What follows belongs to an exercise in optimizing a design on an open flow for small area, a short achievable clock period and few clock cycles; a production flow would make more cautious choices. At most, simulation tests tie the RTL to the original design; equivalence was not proved. Power figures rest on the tool's default switching activity, not on a simulated workload.

==> flow/design.v (excerpt) <==
module outline_to_path_commands (
  input  wire logic                 clk_i,
  input  wire logic                 rst_ni,
  input  wire logic                 in_valid_i,
  output logic                      in_stall_o,
  input  wire logic signed [15:0]   point_x_i,
  input  wire logic signed [15:0]   point_y_i,
  input  wire logic                 on_curve_i,
  input  wire logic                 cubic_control_i,
  input  wire logic                 contour_end_i,
  input  wire logic                 outline_end_i,
  output logic                      out_valid_o,
  input  wire logic                 out_stall_i,
  output logic [2:0]                command_o,
  output logic [1:0]                error_kind_o,
  output logic signed [15:0]        ax_o,
  output logic signed [15:0]        ay_o,
  output logic signed [15:0]        bx_o,
  output logic signed [15:0]        by_o,
  output logic signed [15:0]        cx_o,
  output logic signed [15:0]        cy_o,
  output logic                      run_last_o
);
export LEC_CHECK = 0
export CAP_MARGIN = 20
export CORE_MARGIN = 2
export CORE_UTILIZATION = 70
export CTS_BUF_LIST = sky130_fd_sc_hd__clkbuf_8
export CTS_CLUSTER_SIZE = 40
export SETUP_SLACK_MARGIN = 2.2
export SLEW_MARGIN = 20
create_clock -name core_clock -period 5.5 [get_ports {clk_i}]
standard.sh (not shown) runs the stock make flow with config.mk's settings and CLKGATE_MAP_FILE= SYNTH_SCRIPT=/design/flow/synth_recipe.tcl, a recipe that flattens the netlist after the stock synthesis.
==> flow/flow/run.sh <==
#!/bin/bash
# The standard layout, with the ports buffered by plain buf_1 cells rather
# than the delay cells buffer_ports picks on its own.
set -euo pipefail
bash standard.sh "BUFFER_PORTS_ARGS=-buffer_cell sky130_fd_sc_hd__buf_1" finish > make_finish.log 2>&1
The baseline completed with no timing, DRC or antenna violations.
Testbench counts at the start, summed over its fixed seeds: cycles 16,807.
Then changed:
==> flow/flow/run.sh (replaced) <==
#!/bin/bash
# The standard layout, with the ports buffered by plain buf_2 cells rather
# than the delay cells buffer_ports picks on its own.
set -euo pipefail
bash standard.sh "BUFFER_PORTS_ARGS=-buffer_cell sky130_fd_sc_hd__buf_2" finish > make_finish.log 2>&1
Settings changed: CORE_UTILIZATION 70 to 40, CTS_BUF_LIST sky130_fd_sc_hd__clkbuf_8 to unset, CTS_CLUSTER_SIZE 40 to unset, SETUP_SLACK_MARGIN 2.2 to 2.4.
=> Cell count is higher by roughly a tenth. Design area is higher by a few percent. Utilization is lower by 32 points. Worst setup slack is better by 0.16 ns. Worst hold slack is worse by 0.013 ns. Area after synthesis does not change.
Then changed:
Settings changed: SETUP_SLACK_MARGIN 2.4 to 2.6.
=>
- The changed run finished clean
- count of clock-buffer cells in the layout is higher by 1
- core utilization climbs by 3.5 points
- routed wire length went down by 1.0%
- setup slack improves by 0.040 ns
- first-iteration DRC count went down by 33%
- critical path depth increases by 1
Then changed:
==> flow/flow/run.sh (replaced) <==
#!/bin/bash
# The standard layout, with the ports buffered by plain buf_1 cells rather
# than the delay cells buffer_ports picks on its own.
set -euo pipefail
bash standard.sh "BUFFER_PORTS_ARGS=-buffer_cell sky130_fd_sc_hd__buf_1" finish > make_finish.log 2>&1
Settings changed: CORE_UTILIZATION 40 to 60, CTS_BUF_LIST set to sky130_fd_sc_hd__clkbuf_8, CTS_CLUSTER_SIZE set to 40, SETUP_SLACK_MARGIN 2.6 to 2.4.
- The changed run finished clean
- routed wire length drops by 6.8%
- sequential power hardly moves
- setup slack gets worse by 0.033 ns

Setup of run 1:
outline_to_path_commands, a different RTL version from the one above (not shown whole).
Size: about 160 flip-flops, about 140 I/O pins, about 9400 sq um of cells after synthesis.
## outline_to_path_commands
module outline_to_path_commands (
  input  wire logic                 clk_i,
  input  wire logic                 rst_ni,
  input  wire logic                 in_valid_i,
  output logic                      in_stall_o,
  input  wire logic signed [15:0]   point_x_i,
  input  wire logic signed [15:0]   point_y_i,
  input  wire logic                 on_curve_i,
  input  wire logic                 cubic_control_i,
  input  wire logic                 contour_end_i,
  input  wire logic                 outline_end_i,
  output logic                      out_valid_o,
  input  wire logic                 out_stall_i,
  output logic [2:0]                command_o,
  output logic [1:0]                error_kind_o,
  output logic signed [15:0]        ax_o,
  output logic signed [15:0]        ay_o,
  output logic signed [15:0]        bx_o,
  output logic signed [15:0]        by_o,
  output logic signed [15:0]        cx_o,
  output logic signed [15:0]        cy_o,
  output logic                      run_last_o
);
  logic        acc;
  logic        more;
  logic        d_vld;
  logic [13:0] d_desc;
  logic [1:0]  d_rem;
  logic        k0_conic, k0_cubic;
  logic [31:0] s, p0, p1, x;
  logic [31:0] a, b, c;
  assign in_stall_o = more || (out_valid_o && out_stall_i);
  assign acc        = in_valid_i && !in_stall_o;
  otpc_decode u_decode (
    .clk_i      (clk_i),
    .rst_ni     (rst_ni),
    .acc_i      (acc),
    .px_i       (point_x_i),
    .py_i       (point_y_i),
    .on_i       (on_curve_i),
    .cubic_i    (cubic_control_i),
    .cend_i     (contour_end_i),
    .oend_i     (outline_end_i),
    .d_vld_o    (d_vld),
    .d_desc_o   (d_desc),
    .d_rem_o    (d_rem),
    .k0_conic_o (k0_conic),
    .k0_cubic_o (k0_cubic),
    .s_o        (s),
    .p0_o       (p0),
    .p1_o       (p1),
    .x_o        (x)
  );
  otpc_outbuf u_outbuf (
    .clk_i       (clk_i),
    .rst_ni      (rst_ni),
    .acc_i       (acc),
    .d_vld_i     (d_vld),
    .d_desc_i    (d_desc),
  ...
clock: 5.5 ns
lec_check: 0
cap_margin: 20
core_margin: 2
core_utilization: 40
setup_slack_margin: 3.0
slew_margin: 20
==> flow/flow/run.sh <==
#!/bin/bash
# The standard layout, with the ports buffered by plain buf_2 cells rather
# than the delay cells buffer_ports picks on its own.
set -euo pipefail
bash standard.sh "BUFFER_PORTS_ARGS=-buffer_cell sky130_fd_sc_hd__buf_2" finish > make_finish.log 2>&1
Run 1 | status: complete | timing, DRC, antenna: pass
The inputs of run 2 differ from those of run 1 as listed below.
Settings: swapping 40 for 60 in CORE_UTILIZATION; swapping 3.0 for 2.4 in SETUP_SLACK_MARGIN; putting CTS_BUF_LIST at sky130_fd_sc_hd__clkbuf_4 sky130_fd_sc_hd__clkbuf_8 where nothing was set.
==> flow/run.sh (new file) <==
#!/bin/bash
# synth_recipe.tcl (not shown) runs the flow's synth.tcl, then flattens the netlist and writes it again
# the make line also repeats each setting of config.mk as NAME=value (left out here)
make -C /OpenROAD-flow-scripts/flow DESIGN_CONFIG=/design/flow/config.mk WORK_HOME=/design/flow/orfs CLKGATE_MAP_FILE= SYNTH_SCRIPT=/design/flow/synth_recipe.tcl finish
removed: flow/flow/run.sh
removed: flow/standard.sh
==> comparison <==
- Looking at detail-routed net length per standard cell, run 2 sits 1.8 microns above run 1.
- Run 2 vs run 1: detailed-route via count up by a few percent
- Run 2 against run 1: design area shrank by 660 sq um, met2 capacity usage during global routing saw an increase, clock skew barely changed, relative area of clock buffers and inverters in the final design fell 0.93 points.
- Die area is lower on run 2
- Between run 1 and run 2, clock share of power decreased.
- Run 2 vs run 1: layout-stage area growth over the synthesis result down
- Run 1 reports its uppermost signal routing layer after detailed routing as met5 while run 2 reports met4.
- Run 2: multi-input logic area is 8.0% lower than what run 1 reported.
[inputs] run 3 vs run 2
Settings: CTS_BUF_LIST no longer set, was sky130_fd_sc_hd__clkbuf_4 sky130_fd_sc_hd__clkbuf_8; CORE_UTILIZATION now 40, was 60.
==> flow/flow/run.sh (new file) <==
#!/bin/bash
# The standard layout, with the ports buffered by plain buf_2 cells rather
# than the delay cells buffer_ports picks on its own.
set -euo pipefail
bash standard.sh "BUFFER_PORTS_ARGS=-buffer_cell sky130_fd_sc_hd__buf_2" finish > make_finish.log 2>&1
==> flow/standard.sh (new file) <==
#!/bin/bash
# synth_recipe.tcl (not shown) runs the flow's synth.tcl, then flattens the netlist and writes it again
# the make line also repeats each setting of config.mk as NAME=value (left out here)
make -C /OpenROAD-flow-scripts/flow DESIGN_CONFIG=/design/flow/config.mk WORK_HOME=/design/flow/orfs CLKGATE_MAP_FILE= SYNTH_SCRIPT=/design/flow/synth_recipe.tcl "${@:-finish}"
removed: flow/run.sh
--- outcome ---
Run 3 closes out successfully: all stages finished, all timing, DRC and antenna checks passed.
In run 3, count of clock buffers in the final design is lower than in run 2.
Compare run 3 and run 2 | post-route clock period utilization lower: run 3
Going from run 2 to run 3, number of distinct library cells after synthesis barely changed, clock share of power climbed 6.6 points, final sum of negative setup slack barely changed.
Maximum number of pins on one net before global-route repair, run 3 and run 2: lower on run 2
Run 3 ends up with a power share of the combinational group that is 2.3 points lower than in run 2.
Of run 3 and run 2, the run reporting the lower pre-CTS setup slack was run 2.
Here is what was changed in the inputs of run 4 compared with run 3.
Settings: swapping 2.4 for 2.7 in SETUP_SLACK_MARGIN.
Notes after the runs:
The final layout from run 4, which completed every stage, passed the timing, DRC and antenna checks at the end of the flow. Run 3 reports its cell type taking the most area as flip-flops and latches while run 4 reports multi-input gates. Going from run 3 to run 4, maximum level of the CTS H-tree did not really move; global-route wire length before repair went up; number of inverters outside the clock class in the layout went down.
No functional check of the RTL was part of any run of this note.

## static timing again, ports no longer ideal
Ports are ideal in the flow. The routed layouts listed here were re-timed in OpenROAD. Step 1 sets driving cells, clkbuf_16 on the clock port and buf_2 on the other inputs (assumed; they add their load-dependent delay and slew). Step 2 times the ports against the registers' clock, not the clock port: input delays grow and output delays shrink by t, the midpoint of the rising clock arrivals with the driver on. Three values: ideal, step 1, step 2; two values: the first two.
run	t, ns	setup slack, ns	clock arrival spread, ns
the first run of note 1	0.508	2.250 / 2.261 / 1.752	0.011 / 0.011
the second run of note 1	0.460	2.407 / 2.407 / 1.976	0.017 / 0.017
the third run of note 1	0.470	2.447 / 2.452 / 1.982	0.012 / 0.012
the fourth run of note 1	0.487	2.414 / 2.429 / 1.942	0.009 / 0.010
run 1	0.488	2.520 / 2.522 / 2.033	0.017 / 0.017
run 2	0.501	2.287 / 2.302 / 1.801	0.021 / 0.020
run 3	0.480	2.428 / 2.410 / 1.967	0.012 / 0.012
run 4	0.478	2.453 / 2.462 / 1.984	0.012 / 0.012
After both steps every run listed still meets setup and hold. For the first run of note 1, which loses most, drivers alone change the setup slack by +0.011 ns; drivers and shift together by -0.498 ns.
